Source: an optimization exercise on an open RTL-to-GDS flow (aim: small area). Production flows keep margins and buffers that such runs may drop. Function was checked by simulation only, so behaviour that the tests miss may differ from the original. No activity file was given, so power comes from the tool's default toggle rates.

--- design/flow/run.sh ---
#!/bin/bash
# synth_recipe.tcl (not shown) runs the flow's synth.tcl, then flattens the netlist and writes it again
# the make line also repeats each setting of config.mk as NAME=value (left out here)
make -C /OpenROAD-flow-scripts/flow DESIGN_CONFIG=/design/flow/config.mk WORK_HOME=/design/flow/orfs CLKGATE_MAP_FILE= SYNTH_SCRIPT=/design/flow/synth_recipe.tcl finish
--- design/flow/config.mk ---
export PLATFORM = sky130hd
export DESIGN_NAME = decode_cycle
export DESIGN_NICKNAME = decode_cycle
export VERILOG_FILES = /design/flow/design.v
export SDC_FILE = /design/flow/constraint.sdc
export NUM_CORES = 4
export LEC_CHECK = 0
export CAP_MARGIN = 20
export CORE_MARGIN = 2
export CORE_UTILIZATION = 40
export SLEW_MARGIN = 20
--- design/flow/constraint.sdc ---
create_clock -name core_clock -period 4.5 [get_ports {clk}]
set_input_delay 0.9000 -clock core_clock [delete_from_list [all_inputs] [get_ports {clk}]]
set_output_delay 0.9000 -clock core_clock [all_outputs]
set_load 0.01 [all_outputs]
--- design/flow/design.v ---
package riscv_pkg;
  localparam int unsigned REG_AW  = 5;
  localparam int unsigned CTRL_W  = 10;
  localparam logic [6:0] OP_LOAD   = 7'b0000011;
  localparam logic [6:0] OP_STORE  = 7'b0100011;
  localparam logic [6:0] OP_RTYPE  = 7'b0110011;
  localparam logic [6:0] OP_IALU   = 7'b0010011;
  localparam logic [6:0] OP_BRANCH = 7'b1100011;
  localparam logic [6:0] OP_JAL    = 7'b1101111;
  typedef enum logic [1:0] {
    IMM_I = 2'b00,
    IMM_S = 2'b01,
    IMM_B = 2'b10,
    IMM_J = 2'b11
  } imm_src_t;
  typedef enum logic [1:0] {
    ALUOP_ADD   = 2'b00,
    ALUOP_SUB   = 2'b01,
    ALUOP_FUNCT = 2'b10
  } alu_op_t;
  typedef enum logic [2:0] {
    ALU_ADD = 3'b000,
    ALU_SUB = 3'b001,
    ALU_AND = 3'b010,
    ALU_OR  = 3'b011,
    ALU_SLT = 3'b101
  } alu_ctrl_t;
  typedef enum logic [1:0] {
    RES_ALU = 2'b00,
    RES_MEM = 2'b01,
    RES_PC4 = 2'b10
  } result_src_t;
  typedef struct packed {
    logic        reg_write;
    result_src_t result_src;
    logic        mem_write;
    logic        jump;
    logic        branch;
    alu_ctrl_t   alu_ctrl;
    logic        alu_src;
  } ctrl_t;
endpackage
module register_file #(
  parameter int unsigned XLEN = 32,
  parameter int unsigned NREG = 32
) (
  input  logic              clk,
  input  logic              rst,
  input  logic              we,
  input  logic [riscv_pkg::REG_AW-1:0] wa,
  input  logic [XLEN-1:0]   wd,
  input  logic [riscv_pkg::REG_AW-1:0] ra1,
  input  logic [riscv_pkg::REG_AW-1:0] ra2,
  output logic [XLEN-1:0]   rdata1,
  output logic [XLEN-1:0]   rdata2
);
  logic [XLEN-1:0] regs [1:NREG-1];
  logic [XLEN-1:0] wdata;
  logic [NREG-1:1] wsel;
  logic [NREG-1:1] rsel1;
  logic [NREG-1:1] rsel2;
  assign wdata = wd & {XLEN{~rst}};
  for (genvar i = 1; i < int'(NREG); i++) begin : g_row
    assign wsel[i]  = rst | (we && wa == riscv_pkg::REG_AW'(i));
    assign rsel1[i] = (ra1 == riscv_pkg::REG_AW'(i));
    assign rsel2[i] = (ra2 == riscv_pkg::REG_AW'(i));
    always_ff @(posedge clk) begin
      if (wsel[i]) regs[i] <= wdata;
    end
  end
  always_comb begin
    rdata1 = '0;
    rdata2 = '0;
    for (int i = 1; i < int'(NREG); i++) begin
      rdata1 = rdata1 | (regs[i] & {XLEN{rsel1[i]}});
      rdata2 = rdata2 | (regs[i] & {XLEN{rsel2[i]}});
    end
  end
endmodule
module decode_cycle #(
  parameter int unsigned XLEN = 32,
  parameter int unsigned NREG = 32
) (
  input  logic              clk,
  input  logic              rst,
  input  logic [XLEN-1:0]   InstrD,
  input  logic [XLEN-1:0]   PCD,
  input  logic [XLEN-1:0]   PCPlus4D,
  input  logic              RegWriteW,
  input  logic [riscv_pkg::REG_AW-1:0] RdW,
  input  logic [XLEN-1:0]   ResultW,
  input  logic              FlushE,
  output logic [riscv_pkg::REG_AW-1:0] Rs1D,
  output logic [riscv_pkg::REG_AW-1:0] Rs2D,
  output logic              RegWriteE,
  output logic              MemWriteE,
  output logic              JumpE,
  output logic              BranchE,
  output logic              ALUSrcE,
  output logic [1:0]        ResultSrcE,
  output logic [2:0]        ALUControlE,
  output logic [XLEN-1:0]   RD1E,
  output logic [XLEN-1:0]   RD2E,
  output logic [XLEN-1:0]   ImmExtE,
  output logic [XLEN-1:0]   PCE,
  output logic [XLEN-1:0]   PCPlus4E,
  output logic [riscv_pkg::REG_AW-1:0] Rs1E,
  output logic [riscv_pkg::REG_AW-1:0] Rs2E,
  output logic [riscv_pkg::REG_AW-1:0] RdE
);
  localparam logic [2:0] CLS_NONE   = 3'b000;
  localparam logic [2:0] CLS_STORE  = 3'b001;
  localparam logic [2:0] CLS_BRANCH = 3'b010;
  localparam logic [2:0] CLS_JAL    = 3'b100;
  localparam logic [2:0] CLS_LOAD   = 3'b101;
  localparam logic [2:0] CLS_RTYPE  = 3'b110;
  localparam logic [2:0] CLS_IALU   = 3'b111;
  logic [2:0] cls_d;
  logic       kill;
  logic [2:0] cls_q;
  logic [6:0] hi_q;     
  logic [2:0] f3_q;     
  assign Rs1D = InstrD[19:15];
  assign Rs2D = InstrD[24:20];
  always_comb begin
    case (InstrD[6:0])
      riscv_pkg::OP_LOAD:   cls_d = CLS_LOAD;
      riscv_pkg::OP_STORE:  cls_d = CLS_STORE;
      riscv_pkg::OP_RTYPE:  cls_d = CLS_RTYPE;
      riscv_pkg::OP_IALU:   cls_d = CLS_IALU;
      riscv_pkg::OP_BRANCH: cls_d = CLS_BRANCH;
      riscv_pkg::OP_JAL:    cls_d = CLS_JAL;
      default:              cls_d = CLS_NONE;
    endcase
  end
  assign kill = rst | FlushE;
  always_ff @(posedge clk) begin
    if (kill) begin
      cls_q    <= CLS_NONE;
      hi_q     <= '0;
      f3_q     <= '0;
      Rs1E     <= '0;
      Rs2E     <= '0;
      RdE      <= '0;
      PCE      <= '0;
      PCPlus4E <= '0;
    end else begin
      cls_q    <= cls_d;
      hi_q     <= InstrD[31:25];
      f3_q     <= InstrD[14:12];
      Rs1E     <= InstrD[19:15];
      Rs2E     <= InstrD[24:20];
      RdE      <= InstrD[11:7];
      PCE      <= PCD;
      PCPlus4E <= PCPlus4D;
    end
  end
  register_file #(.XLEN(XLEN), .NREG(NREG)) u_rf (
    .clk    (clk),
    .rst    (rst),
    .we     (RegWriteW),
    .wa     (RdW),
    .wd     (ResultW),
    .ra1    (Rs1E),
    .ra2    (Rs2E),
    .rdata1 (RD1E),
    .rdata2 (RD2E)
  );
  logic is_funct;
  assign is_funct   = (cls_q == CLS_RTYPE) || (cls_q == CLS_IALU);
  assign RegWriteE  = cls_q[2];
  assign ALUSrcE    = cls_q[0];
  assign MemWriteE  = (cls_q == CLS_STORE);
  assign BranchE    = (cls_q == CLS_BRANCH);
  assign JumpE      = (cls_q == CLS_JAL);
  assign ResultSrcE = {cls_q == CLS_JAL, cls_q == CLS_LOAD};
  always_comb begin
    ALUControlE = riscv_pkg::ALU_ADD;
    if (cls_q == CLS_BRANCH) begin
      ALUControlE = riscv_pkg::ALU_SUB;
    end else if (is_funct) begin
      case (f3_q)
        3'b000:  ALUControlE = (cls_q == CLS_RTYPE && hi_q[5]) ? riscv_pkg::ALU_SUB
                                                                : riscv_pkg::ALU_ADD;
        3'b010:  ALUControlE = riscv_pkg::ALU_SLT;
        3'b110:  ALUControlE = riscv_pkg::ALU_OR;
        3'b111:  ALUControlE = riscv_pkg::ALU_AND;
        default: ALUControlE = riscv_pkg::ALU_ADD;
      endcase
    end
  end
  logic sign;
  assign sign = hi_q[6];
  always_comb begin
    case (cls_q)
      CLS_STORE:  ImmExtE = {{(XLEN-12){sign}}, hi_q, RdE};
      CLS_BRANCH: ImmExtE = {{(XLEN-12){sign}}, RdE[0], hi_q[5:0], RdE[4:1], 1'b0};
      CLS_JAL:    ImmExtE = {{(XLEN-20){sign}}, Rs1E, f3_q, Rs2E[0], hi_q[5:0],
                             Rs2E[4:1], 1'b0};
      default:    ImmExtE = {{(XLEN-12){sign}}, hi_q, Rs2E};
    endcase
  end
endmodule
==> results of run 1 <==
cells in the mapped netlist (5+ instances only):
cell type / number / share of area
a21oi_1: 41 / 0.0044
buf_6: 6 / 0.0014
a22o_1: 85 / 0.016
clkbuf_1: 164 / 0.013
o22ai_1: 34 / 0.0046
or4_1: 38 / 0.0061
a221oi_1: 32 / 0.0060
a2111oi_2: 6 / 0.0019
buf_2: 73 / 0.0078
o31ai_1: 6 / 0.00097
or3_1: 15 / 0.0020
nor3b_1: 11 / 0.0018
nand2b_1: 7 / 0.00094
o21ai_0: 12 / 0.0013
o211ai_1: 5 / 0.00080
buf_4: 31 / 0.0050
buf_1: 20 / 0.0016
a2111oi_0: 44 / 0.0083
mux2i_1: 118 / 0.025
and4_1: 13 / 0.0024
nand4_1: 125 / 0.017
nand2_1: 61 / 0.0049
edfxtp_1: 992 / 0.64
nor2_1: 91 / 0.0073
a22oi_1: 547 / 0.088
and3_1: 149 / 0.020
nor4_1: 13 / 0.0017
mux2_2: 47 / 0.011
a21o_1: 11 / 0.0018
a222oi_1: 22 / 0.0047
nor2b_1: 41 / 0.0055
a32oi_1: 14 / 0.0026
and3b_1: 6 / 0.0011
and2_1: 121 / 0.016
nor3_1: 14 / 0.0015
dfxtp_1: 92 / 0.039
nand3_1: 135 / 0.014
final timing paths:
check       to  slack, ns  cells past startpoint
min    PCE[31]       0.73                      2
max    RD1E[4]      -0.03                      9
critical path, delay by kind of cell (launching register included):
kind            cells  cell delay, ns
compound gates      1            0.11
simple gates        4            0.96
flops               1            0.49
buf+inv             4            1.27
flip-flops by register name, indices dropped and copies added (netlist names):
register	cells
f3_q	3
RdE	5
PCE	32
Rs2E	5
u_rf.regs	992
Rs1E	5
PCPlus4E	32
cls_q	3
hi_q	7
per-layer routing:
| metal | routed length [µm] | global-route usage | share of wire | up-vias |
|---|---|---|---|---|
| met5 | 67 | 0 | 0.00031 | - |
| met4 | 15400 | 0.201 | 0.070 | 10 |
| met3 | 33100 | 0.116 | 0.15 | 935 |
| met2 | 94400 | 0.529 | 0.43 | 3914 |
| met1 | 75800 | 0.451 | 0.35 | 18800 |
| li1 | - | - | - | 14500 |
through the flow:
stage	util	worst slack (ns)	cells	total power, mW	TNS [ns]
after floorplan	-	-0.0397	3305	13.2	-2.50
after detailed placement	0.463	0.206	5108	14.6	0
after CTS	0.502	-0.133	5351	24.3	-0.915
after global placement	0.463	0.191	5107	14.6	0
final	0.506	-0.0302	5373	24.4	-0.0991
after global routing	0.506	-0.00855	5367	24.9	-0.0150
final cells by class:
| class | instances | area, µm² | area share |
|---|---|---|---|
| Clock buffer | 133 | 2920 | 0.0498 |
| Antenna cell | 6 | 15.0 | 0.000256 |
| Timing Repair Buffer | 615 | 6460 | 0.110 |
| Clock inverter | 83 | 942 | 0.0161 |
| Sequential cell | 1084 | 31700 | 0.540 |
| Inverter | 5 | 18.8 | 0.000320 |
| Tap cell | 1524 | 1910 | 0.0325 |
| Multi-Input combinational cell | 1923 | 14700 | 0.251 |
cells by family (layout without fill, tap and decap cells):
logic type,Yosys count,count (layout)
flops,1084,1084
simple gates,868,869
compound gates,887,887
buf+inv,299,836
mux,167,167
other cells,0,6
what timing repair did:
item                       4_1_cts  5_1_grt
pin swaps                        6        8
setup endpoints to repair       64       55
resized for setup               98       72
hold endpoints to repair         0        0
setup buffers                   25       14
cloned                           2        2
report_power, final:
part           internal (mW)  total (mW)  switching, mW
clock network           5.75        9.90           4.15
logic                  0.785        2.11           1.33
registers               11.9        12.4          0.515
==> results.txt, run 1 <==
input/output buffers=331; CTS Sinks=1084; Least-Margin Pin Slew=1.18 ns; critical-path cell list=nor2b_4 -> buf_8 -> and2_2 -> buf_8 -> buf_6 -> a22oi_1 -> and4_1 -> nand4_1 -> clkdlybuf4s50_1; cell area after layout=58700 µm²; Synth Flop Type=edfxtp_1; final hold vios=0; nets@finish=3879; Final Slew Violations=0; Max H-tree Level=3; WL final=219000 µm; max cap viols=0; final setup violation count=6; RSZ-0062 raised after global routing=true; row cnt=125; Layout area overhead=25.8%; Post-Syn Nets=3442; Cell Area, Placed=53700 µm²; Die Area=119000 µm²; largest family of logic cells by synthesized area=compound AO/OA/AOI/OAI gates; routability congestion estimate=0.975; vias in the first global route=36.6k; Synth Area in Compound Gates=0.147; Vias=38.2k; Mapped Area=46600 µm²; core outline area=116000 µm²; drt via density=7.11; Initial DRC Count=8079; static leakage=20.6 nW; adder-cell area share of the yosys netlist=0; most frequent cells in the layout=edfxtp_1, a22oi_1, clkdlybuf4s50_1, buf_4, and3_1; min-delay src=PCD[31]; DIE HEIGHT=345 µm; CTS root buffer=clkbuf_16; Max Freq=0.221 GHz; simple-gate area share of the yosys netlist=0.108; Antenna Violating Nets Remaining=0; Synth warnings=3; Boundary Pins=332; global-route wire length before repair=293000 µm; fraction of registers with async set/reset=0; nature of the critical path startpoint=flop; length of the first detailed-routing pass in iterations=11; Critical Path Source=Rs1E[0]; DPL Wire Length=134000 µm; gr usage total=0.354; P per Cell Area=417 nW/µm²; gr ovfl total=0; largest net degree at the start of global routing=56; Max FO, Critical Path=15; number of synthesized register bits=1084; # fillers=9710; CTS tree=done; CP arrival=3.63 ns; data required time of the worst path=3.60 ns; slew margin rel.=0.201; die width=345 µm; slowest stage delay, CP=0.59 ns; post-layout worst setup margin=-0.0302 ns; Crit. End Element=primary output; antenna violations before repair=9; CTS buffer count=113; Final Cycle Share=1.01; most common cell after layout, fill and taps aside=edfxtp_1; Avg Inst Size Synth=14.1 µm²; CP Class=flop to primary output; Clock Tree Buf Depth=3; Slowest cell on crit path=clkdlybuf4s50_1; Final min period=4.53 ns; # hold bufs at CTS=0; Post-synth EDFFs=992; drc violations=0; initial core utilization=0.402; layout cells sized above 1=0.184; Syn Inst Count=3305; crit-path most repeated cell=buf_8; Clock Pin Slew Worst Setup and Hold Paths=0.07 ns; worst hold margin=0.727 ns; Max VDD drop=0.000315 V; layout check faults=setup timing; WL per Instance=40.7 µm; HP Class=input pin to flop; synth unique cells=66; XOR/XNOR share of the synthesized area=0; sequential area share after synthesis=0.678; outcome=finished with violations; multiplexer share of the synthesized area=0.0373
==> run 2, diff against run 1 <==
--- a/design/flow/design.v
+++ b/design/flow/design.v
@@ -54,28 +54,67 @@
   output logic [XLEN-1:0]   rdata1,
   output logic [XLEN-1:0]   rdata2
 );
-  logic [XLEN-1:0] regs [1:NREG-1];
-  logic [XLEN-1:0] wdata;
-  logic [NREG-1:1] wsel;
-  logic [NREG-1:1] rsel1;
-  logic [NREG-1:1] rsel2;
+  logic [XLEN*(NREG-1)-1:0] regs;     
+  logic [XLEN-1:0]          wdata;
+  logic [NREG-1:1]          wsel;
+  logic [NREG-1:1]          rsel1;
+  logic [NREG-1:1]          rsel2;
   assign wdata = wd & {XLEN{~rst}};
   for (genvar i = 1; i < int'(NREG); i++) begin : g_row
-    assign wsel[i]  = rst | (we && wa == riscv_pkg::REG_AW'(i));
-    assign rsel1[i] = (ra1 == riscv_pkg::REG_AW'(i));
-    assign rsel2[i] = (ra2 == riscv_pkg::REG_AW'(i));
+    assign wsel[i] = rst | (we && wa == riscv_pkg::REG_AW'(i));
     always_ff @(posedge clk) begin
-      if (wsel[i]) regs[i] <= wdata;
-    end
-  end
-  always_comb begin
-    rdata1 = '0;
-    rdata2 = '0;
-    for (int i = 1; i < int'(NREG); i++) begin
-      rdata1 = rdata1 | (regs[i] & {XLEN{rsel1[i]}});
-      rdata2 = rdata2 | (regs[i] & {XLEN{rsel2[i]}});
-    end
-  end
+      if (wsel[i]) regs[XLEN*(i-1) +: XLEN] <= wdata;
+    end
+  end
+  rf_decode #(.NREG(NREG)) u_dec1 (.a(ra1), .sel(rsel1));
+  rf_decode #(.NREG(NREG)) u_dec2 (.a(ra2), .sel(rsel2));
+  rf_read #(.XLEN(XLEN), .NREG(NREG)) u_rd1 (.regs(regs), .sel(rsel1), .rdata(rdata1));
+  rf_read #(.XLEN(XLEN), .NREG(NREG)) u_rd2 (.regs(regs), .sel(rsel2), .rdata(rdata2));
+endmodule
+module rf_decode #(
+  parameter int unsigned NREG = 32
+) (
+  input  logic [riscv_pkg::REG_AW-1:0] a,
+  output logic [NREG-1:1]              sel
+);
+  for (genvar i = 1; i < int'(NREG); i++) begin : g_sel
+    assign sel[i] = (a == riscv_pkg::REG_AW'(i));
+  end
+endmodule
+module rf_read #(
+  parameter int unsigned XLEN = 32,
+  parameter int unsigned NREG = 32
+) (
+  input  logic [XLEN*(NREG-1)-1:0] regs,
+  input  logic [NREG-1:1]          sel,
+  output logic [XLEN-1:0]          rdata
+);
+  for (genvar b = 0; b < int'(XLEN); b++) begin : g_bit
+    logic [NREG-1:1] col;
+    for (genvar i = 1; i < int'(NREG); i++) begin : g_col
+      assign col[i] = regs[XLEN*(i-1) + b];
+    end
+    rf_mux31 u_mux (.d(col), .s(sel), .y(rdata[b]));
+  end
+endmodule
+module rf_mux31 (
+  input  logic [31:1] d,
+  input  logic [31:1] s,
+  output logic        y
+);
+  logic [10:0] n;     
+  for (genvar g = 0; g < 10; g++) begin : g_aoi
+    rf_aoi3 u_aoi (.a(d[3*g+3:3*g+1]), .b(s[3*g+3:3*g+1]), .y(n[g]));
+  end
+  assign n[10] = ~(d[31] & s[31]);
+  assign y = ~&n;
+endmodule
+module rf_aoi3 (
+  input  logic [2:0] a,
+  input  logic [2:0] b,
+  output logic       y
+);
+  assign y = ~|(a & b);
 endmodule
 module decode_cycle #(
   parameter int unsigned XLEN = 32,
==> design/flow/flow/run.sh (new file) <==
#!/bin/bash
# Standard ORFS layout, except that the port buffers the standard flow's flow inserts at
# global placement use the smallest plain buffer (buf_1) instead of the cell
# buffer_ports picks by default.
set -euo pipefail
bash standard.sh "BUFFER_PORTS_ARGS=-buffer_cell sky130_fd_sc_hd__buf_1" finish > make_finish.log 2>&1
==> design/flow/standard.sh (new file) <==
#!/bin/bash
# synth_recipe.tcl (not shown) runs the flow's synth.tcl, then flattens the netlist and writes it again
# the make line also repeats each setting of config.mk as NAME=value (left out here)
make -C /OpenROAD-flow-scripts/flow DESIGN_CONFIG=/design/flow/config.mk WORK_HOME=/design/flow/orfs CLKGATE_MAP_FILE= SYNTH_SCRIPT=/design/flow/synth_recipe.tcl "${@:-finish}"
--- a/design/flow/config.mk
+++ b/design/flow/config.mk
@@ -8,4 +8,8 @@
 export CAP_MARGIN = 20
 export CORE_MARGIN = 2
 export CORE_UTILIZATION = 40
+export CTS_BUF_LIST = sky130_fd_sc_hd__clkbuf_16
+export CTS_CLUSTER_DIAMETER = 80
+export CTS_CLUSTER_SIZE = 25
 export SLEW_MARGIN = 20
+export SYNTH_HIERARCHICAL = 1
removed: design/flow/run.sh
==> run 2 against run 1 <==
The run now finishes clean. Synthesized area fell by 9.9%. Synthesized cell count shrank 29%. Worst setup slack better by 0.075 ns. Wire length shrank 24%. Die area down 9.8%. First-iteration DRC count is 16% higher. Sequential share of layout area up 11 points. Non-clock buffer count decreased by 106. Global-route usage decreased by 5.7 points. Hold slack lost 0.35 ns. Critical path type unchanged. Largest cell class unchanged.
==> results.txt, run 2 <==
CTS buffer count=53 (-53%); Least-Margin Pin Slew=1.06 ns (-0.124 ns); WL per Instance=39.0 µm (-4.2%); cell taking the most area after synthesis=edfxtp_1; final setup violation count=0 (-6); routability congestion estimate=0.947 (-2.8%); Max FO, Critical Path=16 (+1); static leakage=16.2 nW (-21%); Top reg by flops=u_rf.regs; HP Class=input pin to flop; Final Cycle Share=0.990 (-0.0166); # fillers=8822 (-9.1%); Layout area overhead=16.3%; layout cells sized above 1=0.139 (-0.0454); Max VDD drop=0.000324 V (+2.9%); most common cell after layout, fill and taps aside=edfxtp_1; Cell Area, Placed=46700 µm² (-13%); top flop regs=u_rf.regs (992), PCE (32), PCPlus4E (32); row cnt=118 (-5.6%); post-layout worst setup margin=0.0445 ns (+0.0747 ns); core outline area=104000 µm² (-10%); cell area after layout=48900 µm² (-17%); Hold Path End=hi_q[6]; number of flip-flops in the largest register=992 (unchanged); CP Class=flop to primary output; Die Area=108000 µm² (-9.8%); outcome=complete, no violations; Area contributors post-synth=edfxtp_1, a222oi_1, dfxtp_1, nand4_1, a2111o_1; initial core utilization=0.405 (+0.00229); Syn Inst Count=2339 (-29%); synth cell count leaders=edfxtp_1, a222oi_1, nand4_1; Final Slew Violations=0 (unchanged); length of the first detailed-routing pass in iterations=15 (+4); data required time of the worst path=3.60 ns (about the same); global-route wire length before repair=226000 µm (-23%); top cell type's share of synthesized area=0.709 (+0.0704); Mapped Area=42000 µm² (-9.9%); Crit. End Element=primary output; RSZ-0062 raised after global routing=false; drt via density=7.47 (+5.1%); Slowest cell on crit path=nor2_4; CP arrival=3.56 ns (-0.07 ns); input/output buffers=331 (unchanged); Final min period=4.46 ns (-0.0747 ns); CTS Sinks=1084 (unchanged); P per Cell Area=394 nW/µm² (-5.4%); Max Freq=0.224 GHz (+1.7%); max cap viols=0 (unchanged); most frequent cells in the layout=edfxtp_1, a222oi_1, buf_1, buf_4, nand4_1; Clock Tree Buf Depth=3 (unchanged); fraction of registers with async set/reset=0 (unchanged); synth unique cells=47 (-29%); most frequent cell after synthesis=edfxtp_1; nature of the critical path startpoint=flop; Boundary Pins=332 (unchanged); Synth warnings=8 (+5); Avg Inst Size Synth=18.0 µm² (+27%); Hold Path Stages=2 (unchanged); gr usage total=0.297 (-0.0572); DPL Wire Length=102000 µm (-24%); number of synthesized register bits=1084 (unchanged); CTS root buffer=clkbuf_16; Clock Pin Slew Worst Setup and Hold Paths=0.09 ns (+0.02 ns); Synth Flop Type=edfxtp_1; worst slack, placed=0.674 ns (+0.469 ns); Post-Syn Nets=2476 (-28%); Initial DRC Count=9403 (+16%); gr ovfl total=0 (unchanged); antenna violations before repair=3 (-6); nets@finish=2991 (-23%); WL final=166000 µm (-24%); largest net degree at the start of global routing=56 (unchanged); critical-path cell list=or3b_4 -> nor2_4 -> a222oi_1 -> nand2_1 -> a2111o_1 -> buf_1; CTS tree=done; die width=328 µm (-5.0%); final hold vios=0 (unchanged); vias in the first global route=30.9k (-16%); Vias=31.8k (-17%); DIE HEIGHT=328 µm (-5.0%); Setup TNS Final=0 ns (+0.0991 ns); min-delay src=InstrD[31]; slew margin rel.=0.292 (+0.0907); slowest stage delay, CP=0.78 ns (+0.19 ns); sequential area share after synthesis=0.753 (+0.0748); worst hold margin=0.374 ns (-0.352 ns); Antenna Violating Nets Remaining=0 (unchanged); Max H-tree Level=2 (-1); Post-synth EDFFs=992 (unchanged); drc violations=0 (unchanged)
==> run 2: changes by cell type after synthesis, sizes merged, moves of 35 or more <==
| cell | before | now |
|---|---|---|
| a2111o | 0 | 64 |
| a2111oi | 50 | 0 |
| a21oi | 41 | 2 |
| a222oi | 22 | 640 |
| a22o | 85 | 0 |
| a22oi | 547 | 0 |
| and2 | 125 | 90 |
| and3 | 149 | 1 |
| buf | 130 | 35 |
| clkbuf | 164 | 17 |
| mux2 | 49 | 4 |
| mux2i | 118 | 1 |
| nand3 | 135 | 4 |
| or4 | 38 | 1 |
==> run 2: worst max-delay path by stage <==
stage                     startpoint       endpoint  slack [ns]  cells after the start
final                        Rs1E[2]       RD1E[22]        0.04                      6
after floorplan               RdW[0]  u_rf.regs[64]        0.39                      3
after global routing         Rs2E[1]       RD2E[12]        0.02                      7
after detailed placement     Rs1E[3]       RD1E[15]        0.67                      7
after CTS                    Rs2E[3]        RD2E[6]       -0.04                      8
after global placement       Rs2E[0]       RD2E[30]        0.78                      7
==> run 2: area by class of cell <==
cell class	instances	area, µm²	area share
flip-flops and latches	1084	31600	0.647
multi-input cells	1203	10800	0.222
repair buffers	509	3080	0.0631
well taps	1380	1730	0.0353
clock buffers	53	1330	0.0271
clock inverters	22	256	0.00525
inverters	3	11.3	0.000230
diodes	1	2.50	0.0000512
==> run 2: metrics by stage <==
| step | util | std cells | power, mW |
|---|---|---|---|
| 6_report | 0.471 | 4255 | 19.3 |
| 5_1_grt | 0.471 | 4255 | 19.7 |
| 4_1_cts | 0.467 | 4234 | 19.2 |
| 3_5_place_dp | 0.450 | 4137 | 13.8 |
| 3_3_place_gp | 0.449 | 4135 | 13.7 |
| 2_1_floorplan | - | 2339 | 13.0 |
==> run 2: logic make-up (layout without fill, tap and decap cells) <==
kind of cell	Yosys count	in the layout	share of synthesized area
buffers and inverters	55	587	0.00789
DFF	1084	1084	0.753
AOI/OAI and AO/OA	752	752	0.178
other	0	1	0
muxes	5	5	0.00131
xor gates and xnor gates	1	1	0.000209
and+or+nand+nor	442	445	0.0600
==> run 2: power breakdown <==
group	switching [mW]	internal, mW
combinational	1.02	0.330
clock	3.26	2.32
sequential	0.434	11.9
==> run 2: metal layers <==
metal / global-route usage / share of wire
met1: 0.386 / 0.34
met2: 0.437 / 0.43
met3: 0.106 / 0.17
met4: 0.152 / 0.056
met5: 0 / 0.000072
==> run 2: critical path, delay by kind of cell (launching register included) <==
kind,cells,cell delay (ns)
buf+inv,1,0.25
simple gates,3,1.46
flops,1,0.52
compound gates,2,0.59
==> run 2: modules after synthesis (local to each module, per instance), a selection <==
module        cells inside  area (µm²)
decode_cycle           265        2990
rf_aoi3                  1        10.0
rf_mux31                 4        27.5
==> run 2: repair_timing <==
action / CTS / global route
pin swaps: 6 / 8
setup endpoints to repair: 36 / 44
resized for setup: 4 / 5
hold endpoints to repair: 0 / 0
setup buffers: 19 / 20
cloned: 3 / 0
hold buffers: 0 / 0
==> run 3, diff against run 2 <==
--- a/design/flow/config.mk
+++ b/design/flow/config.mk
@@ -7,9 +7,10 @@
 export LEC_CHECK = 0
 export CAP_MARGIN = 20
 export CORE_MARGIN = 2
-export CORE_UTILIZATION = 40
+export CORE_UTILIZATION = 70
 export CTS_BUF_LIST = sky130_fd_sc_hd__clkbuf_16
 export CTS_CLUSTER_DIAMETER = 80
-export CTS_CLUSTER_SIZE = 25
+export CTS_CLUSTER_SIZE = 30
+export PLACE_DENSITY = 0.78
 export SLEW_MARGIN = 20
 export SYNTH_HIERARCHICAL = 1
==> run 3 against run 2 <==
The layout now fails its checks (setup timing). Flip-flop and latch count did not move. First-iteration DRC count rose by 9.0%. Cell count fell by 16%. Global-route usage rose by 15 points. Non-clock buffer count fell by 70. Largest power group unchanged.
==> results.txt, run 3 <==
final hold vios=0 (unchanged); fraction of registers with async set/reset=0 (unchanged); length of the first detailed-routing pass in iterations=17 (+2); RSZ-0062 raised after global routing=false; Boundary Pins=332 (unchanged); data required time of the worst path=3.60 ns (about the same); worst hold margin=0.438 ns (+0.0637 ns); cell taking the most area after synthesis=edfxtp_1; Max VDD drop=0.000526 V (+62%); Syn Inst Count=2339 (unchanged); multi-input logic area=10600 µm² (-1.7%); most frequent cells in the layout=edfxtp_1, a222oi_1, buf_1, nand4_1, buf_4; max cap viols=0 (unchanged); cell area after layout=46800 µm² (-4.3%); Max FO, Critical Path=17 (+1); Hold Path End=PCPlus4E[8]; number of synthesized register bits=1084 (unchanged); Initial DRC Count=10.3k (+9.0%); post-layout worst setup margin=-0.0322 ns (-0.0767 ns); antenna cells=0 (-1); gr ovfl total=0 (unchanged); slowest stage delay, CP=1.08 ns (+0.30 ns); Final Cycle Share=1.01 (+0.0170); WL final=143000 µm (-14%); # fillers=3197 (-64%); synth unique cells=47 (unchanged); row cnt=89 (-25%); input/output buffers=331 (unchanged); Final min period=4.53 ns (+0.0767 ns); die width=249 µm (-24%); Die Area=62000 µm² (-42%); Reg area=31600 µm² (about the same); layout cells sized above 1=0.108 (-0.0306); Vias=31.5k (-0.75%); DPL Wire Length=82200 µm (-19%); nets@finish=2908 (-2.8%); CTS Sinks=1084 (unchanged); Top reg by flops=u_rf.regs; Placed Cells=3498 (-15%); largest net degree at the start of global routing=70 (+25%); nature of the critical path startpoint=flop; Area contributors post-synth=edfxtp_1, a222oi_1, dfxtp_1, nand4_1, a2111o_1; CTS buffer count=43 (-19%); most common cell after layout, fill and taps aside=edfxtp_1; Synth warnings=8 (unchanged); min-delay src=PCPlus4D[8]; postcts setup bufs=0 (-19); Setup TNS Final=-0.0425 ns (-0.0425 ns); slew margin rel.=0.110 (-0.182); top cell type's share of synthesized area=0.709 (unchanged); synth cell count leaders=edfxtp_1, a222oi_1, nand4_1; CP Class=flop to primary output; Crit. End Element=primary output; Critical Path Source=Rs2E[0]; outcome=finished with violations; number of flip-flops in the largest register=992 (unchanged); Mapped Area=42000 µm² (unchanged); Cell Area, Placed=45300 µm² (-2.9%); CTS root buffer=clkbuf_16; critical-path cell list=nand3b_1 -> nor2_2 -> buf_12 -> a222oi_1 -> nand4_1 -> a2111o_1 -> buf_1; drt via density=8.83 (+18%); vias in the first global route=30.3k (-1.8%); Clock Tree Buf Depth=3 (unchanged); Layout area overhead=11.4%; Synth Flop Type=edfxtp_1; core outline area=59100 µm² (-43%); Post-Syn Nets=2476 (unchanged); DIE HEIGHT=249 µm (-24%); Post-synth EDFFs=992 (unchanged); Avg Inst Size Synth=18.0 µm² (unchanged); sequential area share after synthesis=0.753 (unchanged); top flop regs=u_rf.regs (992), PCE (32), PCPlus4E (32); static leakage=15.7 nW (-3.1%); CP arrival=3.63 ns (+0.07 ns); Max Freq=0.221 GHz (-1.7%); Least-Margin Pin Slew=1.33 ns (+0.276 ns); P per Cell Area=396 nW/µm² (+0.50%); routability congestion estimate=0.966 (+2.0%); layout check faults=setup timing; CTS tree=done; drc violations=0 (unchanged); Slowest cell on crit path=nor2_2; WL per Instance=39.9 µm (+2.3%); Antenna Violating Nets Remaining=0 (unchanged); antenna violations before repair=5 (+2); final setup violation count=3 (+3); Max H-tree Level=2 (unchanged); global-route wire length before repair=201000 µm (-11%); most frequent cell after synthesis=edfxtp_1; Final Slew Violations=0 (unchanged); initial core utilization=0.710 (+0.306); Cell Count, Final, Fillers Out=3572 (-16%); Clock Pin Slew Worst Setup and Hold Paths=0.11 ns (+0.02 ns); HP Class=input pin to flop; Hold Path Stages=2 (unchanged); gr usage total=0.448 (+0.151)
-- run 3: cell counts after synthesis --
No cell type changed its count.
-- run 3: area by class of cell --
type	count	share of cell area
clock buffers	47	0.0251
clock inverters	26	0.00300
inverters	3	0.000241
multi-input cells	1200	0.228
flip-flops and latches	1084	0.676
well taps	773	0.0207
repair buffers	439	0.0472
-- run 3: per-layer routing --
layer	wire, µm	share of wire	global-route usage	up-vias
li1	-	-	-	12000
met1	44300	0.31	0.598	15000
met2	61900	0.43	0.659	3908
met3	27600	0.19	0.158	640
met4	8710	0.061	0.230	4
met5	26	0.00018	0	-
-- run 3: through the flow --
step                      power, mW  worst slack (ns)   util
after CTS                      18.4           0.00704  0.789
after floorplan                13.0             0.388      -
after global placement         13.6             0.812  0.766
final                          18.5           -0.0322  0.791
after detailed placement       13.8             0.695  0.766
after global routing           18.9            0.0212  0.791
-- run 3: where the power goes --
part           switching, mW  leakage (nW)  internal, mW
clock network           2.95         0.720          1.93
logic                  0.969          4.66         0.322
registers              0.456          10.3          11.9
total                   4.38          15.7          14.2
-- run 3: worst max-delay path by stage --
| stage | cells past startpoint | slack, ns | end |
|---|---|---|---|
| 2_1_floorplan | 3 | 0.39 | u_rf.regs[64] |
| 3_3_place_gp | 7 | 0.81 | RD2E[31] |
| 3_5_place_dp | 7 | 0.70 | RD2E[31] |
| 4_1_cts | 7 | 0.007 | RD2E[31] |
| 5_1_grt | 7 | 0.02 | RD2E[18] |
| 6_report | 7 | -0.03 | RD2E[18] |
-- run 3: logic make-up (layout without fill, tap and decap cells) --
family          Yosys count  in the layout  share of synthesized area
compound gates          752            752                      0.178
mux                       5              5                    0.00131
buf+inv                  55            515                    0.00789
xor+xnor                  1              1                   0.000209
flops                  1084           1084                      0.753
simple gates            442            442                     0.0600
-- run 3: critical path: cells and delay by family, from the launching register on --
kind	cells	cell delay, ns
DFF	1	0.56
buffers and inverters	2	0.45
AOI/OAI and AO/OA	2	0.34
and+or+nand+nor	3	1.62
-- run 3: what timing repair did --
item / in CTS / in global routing
resized for setup: 0 / 3
hold buffers: 0 / 0
endpoints found under the setup margin: 0 / 7
-- run 3: modules after synthesis, one instance, submodules excluded, a selection --
module,cells,cell area (µm²)
rf_aoi3,1,10.0
decode_cycle,265,2990
rf_mux31,4,27.5
==> run 4, diff against run 3 <==
--- a/design/flow/config.mk
+++ b/design/flow/config.mk
@@ -7,10 +7,11 @@
 export LEC_CHECK = 0
 export CAP_MARGIN = 20
 export CORE_MARGIN = 2
-export CORE_UTILIZATION = 70
+export CORE_UTILIZATION = 60
 export CTS_BUF_LIST = sky130_fd_sc_hd__clkbuf_16
 export CTS_CLUSTER_DIAMETER = 80
 export CTS_CLUSTER_SIZE = 30
-export PLACE_DENSITY = 0.78
+export PLACE_DENSITY = 0.7
+export SETUP_SLACK_MARGIN = 0.25
 export SLEW_MARGIN = 20
 export SYNTH_HIERARCHICAL = 1
==> run 4 against run 3 <==
The run now finishes clean. First-iteration DRC count fell by 4.2%. Power grew 1.9%. Sequential share of layout area decreased by 1.5 points. Largest power group unchanged. Fmax rose by 5.2%. Synthesized area is the same. Critical path type unchanged. Worst setup slack better by 0.23 ns. Highest routed layer unchanged. Cell count increased by 6.3%. Non-clock buffer count is 46 higher. Sequential power about the same. Wire length rose by 5.7%. Global-route usage is 4.3 points lower.
==> results.txt, run 4 <==
outcome=complete, no violations; data required time of the worst path=3.60 ns (about the same); Max FO, Critical Path=25 (+8); input/output buffers=331 (unchanged); Synth Flop Type=edfxtp_1; length of the first detailed-routing pass in iterations=14 (-3); Antenna Violating Nets Remaining=0 (unchanged); CTS buffer count=45 (+4.7%); top cell type's share of synthesized area=0.709 (unchanged); Max H-tree Level=2 (unchanged); Vias=31.6k (+0.17%); register share of total power=0.654 (-0.013); gr usage total=0.404 (-0.0433); most common cell after layout, fill and taps aside=edfxtp_1; Clock Tree Buf Depth=3 (unchanged); Synth warnings=8 (unchanged); slew margin rel.=0.168 (+0.0581); number of flip-flops in the largest register=992 (unchanged); Clock power frac=0.274 (+0.011); CTS tree=done; switching pwr=4.57 mW (+4.4%); top flop regs=u_rf.regs (992), PCE (32), PCPlus4E (32); P per Cell Area=394 nW/µm² (-0.42%); post-layout worst setup margin=0.194 ns (+0.226 ns); Area contributors post-synth=edfxtp_1, a222oi_1, dfxtp_1, nand4_1, a2111o_1; switching share of power=0.242 (+0.00588); largest net degree at the start of global routing=60 (-14%); number of synthesized register bits=1084 (unchanged); gr ovfl total=0 (unchanged); # hold bufs at CTS=0 (unchanged); global-route wire length before repair=207000 µm (+3.2%); Boundary Pins=332 (unchanged); core outline area=69700 µm² (+18%); Crit. End Element=primary output; sequential area share after synthesis=0.753 (unchanged); worst slack, placed=0.753 ns (+0.0578 ns); row cnt=97 (+9.0%); RSZ-0062 raised after global routing=true; static leakage=16.0 nW (+1.7%); cell area after layout=47800 µm² (+2.3%); CP arrival=3.41 ns (-0.22 ns); Mapped Area=42000 µm² (unchanged); CP Class=flop to primary output; WL final=151000 µm (+5.7%); Cell Count, Final, Fillers Out=3796 (+6.3%); Hold Path End=PCPlus4E[29]; routability congestion estimate=0.981 (+1.5%); DIE HEIGHT=269 µm (+7.9%); drc violations=0 (unchanged); antenna violations before repair=17 (+12); DPL Wire Length=89000 µm (+8.2%); most frequent cells in the layout=edfxtp_1, a222oi_1, buf_1, nand4_1, buf_4; Clock Pin Slew Worst Setup and Hold Paths=0.11 ns (about the same); Final Cycle Share=0.957 (-0.0502); Initial DRC Count=9819 (-4.2%); die width=269 µm (+7.9%); Max Freq=0.232 GHz (+5.2%); # fillers=4741 (+48%); final hold vios=0 (unchanged); Avg Inst Size Synth=18.0 µm² (unchanged); Layout area overhead=13.9%; Max VDD drop=0.000319 V (-39%); Cell Area, Placed=45800 µm² (+1.2%); vias in the first global route=30.0k (-1.1%); Final min period=4.31 ns (-0.226 ns); Syn Inst Count=2339 (unchanged); min-delay src=PCPlus4D[29]; nature of the critical path startpoint=flop; Placed Cells=3674 (+5.0%); initial core utilization=0.603 (-0.107); Final Slew Violations=0 (unchanged); WL per Instance=39.7 µm (-0.49%); HP Class=input pin to flop; Die Area=72100 µm² (+16%); Comb pwr share=0.072 (+0.002); drt via density=8.32 (-5.7%); most frequent cell after synthesis=edfxtp_1; Critical Path Source=Rs2E[2]; synth cell count leaders=edfxtp_1, a222oi_1, nand4_1; CTS Sinks=1084 (unchanged); Post-Syn Nets=2476 (unchanged); Least-Margin Pin Slew=1.25 ns (-0.0883 ns); final setup violation count=0 (-3); internal power=14.3 mW (+1.1%); CTS root buffer=clkbuf_16; Post-synth EDFFs=992 (unchanged); layout cells sized above 1=0.133 (+0.0244); Setup TNS Final=0 ns (+0.0425 ns); Tot Pwr=18.9 mW (+1.9%); synth unique cells=47 (unchanged); Hold Path Stages=2 (unchanged); fraction of registers with async set/reset=0 (unchanged); max cap viols=0 (unchanged); Top reg by flops=u_rf.regs; cell taking the most area after synthesis=edfxtp_1; nets@finish=2958 (+1.7%)
[run 4: cell counts after synthesis]
No cell type changed its count.
[run 4: what timing repair did]
action                                 4_1_cts  5_1_grt
setup endpoints to repair                   57       55
cloned                                       1        1
endpoints found under the hold margin        0        0
pin swaps                                    7       10
setup buffers                               19       18
resized for setup                            9       32
[run 4: how the worst max path moves through the flow]
stage                               end  cells past startpoint
final                           RD2E[5]                      7
after detailed placement       RD2E[28]                      7
after CTS                      RD2E[28]                      6
after global placement         RD2E[28]                      6
after floorplan           u_rf.regs[64]                      3
after global routing           RD1E[14]                      7
[run 4: final cells by class]
cell class / count / area, µm² / area share
diodes: 7 / 17.5 / 0.000366
clock buffers: 48 / 1200 / 0.0251
clock inverters: 27 / 211 / 0.00442
inverters: 3 / 11.3 / 0.000235
multi-input cells: 1202 / 10800 / 0.226
flip-flops and latches: 1084 / 31700 / 0.661
well taps: 940 / 1180 / 0.0246
repair buffers: 485 / 2790 / 0.0583
[run 4: worst max-delay path, stage by stage (launching register included)]
cell and delay (ns):
dfxtp_2 0.43, or3b_4 0.46, nor2_4 0.81, buf_4 0.33
a222oi_1 0.12, nand4_1 0.23, a2111o_1 0.19, buf_1 0.18
[run 4: Yosys stat by module, one instance, submodules excluded, excerpt]
module	cells inside	flip-flops and latches	times used
rf_mux31	4	0	64
decode_cycle	265	92	1
rf_aoi3	1	0	640
[run 4: stage by stage]
step	hold WS, ns	util
4_1_cts	0.417	0.682
3_3_place_gp	1.09	0.658
3_5_place_dp	1.09	0.658
6_report	0.422	0.687
5_1_grt	0.419	0.687
2_1_floorplan	0.978	-
[run 4: cells by family (layout without fill, tap and decap cells)]
family | count (synthesis) | count (layout) | share of synthesized area
buffers and inverters | 55 | 563 | 0.00789
XOR/XNOR | 1 | 1 | 0.000209
other | 0 | 7 | 0
flip-flops | 1084 | 1084 | 0.753
AND/OR/NAND/NOR | 442 | 444 | 0.0600
AO/OA/AOI/OAI | 752 | 752 | 0.178
multiplexers | 5 | 5 | 0.00131
[run 4: power groups by stage]
stage	sequential [mW]	clock, mW	combinational [mW]
2_1_floorplan	12.4	0	0.574
3_3_place_gp	12.5	0	1.23
3_5_place_dp	12.5	0	1.26
4_1_cts	12.3	5.15	1.27
5_1_grt	12.4	5.48	1.37
6_report	12.3	5.17	1.36
[run 4: per-layer routing]
layer	wire [µm]	global-route usage	vias up
met5	195	0.0101	-
met4	8070	0.193	16
met3	26100	0.126	583
met2	66800	0.602	3459
met1	49600	0.547	15400
li1	-	-	12100

what the ideal ports hide:
How much do the figures lean on ideal ports? The routed layouts below were timed once more, with nothing changed but the port constraints. Step 1: set_driving_cell puts a clkbuf_16 on clk and a buf_2 on each other input, an assumption about the parent block. Step 2 also shifts input and output timing later by t, the mid clock arrival at the registers, as if the neighbouring blocks saw the same clock. Slacks: ideal ports / drivers / drivers and shift; pairs: ideal ports / drivers.
| run | t, ns | setup WS [ns] | worst setup path after step 2 | worst register clock-pin slew, ns | cell pins on the clock port's net |
|---|---|---|---|---|---|
| run 1 | 0.789 | -0.030 / -0.106 / 0.663 | input to register | 0.07 / 0.07 | 1 |
| run 2 | 0.777 | 0.044 / -0.036 / 0.741 | register to output | 0.10 / 0.10 | 1 |
| run 3 | 0.694 | -0.032 / -0.097 / 0.597 | register to output | 0.12 / 0.12 | 1 |
| run 4 | 0.714 | 0.194 / 0.120 / 0.834 | register to output | 0.12 / 0.12 | 1 |
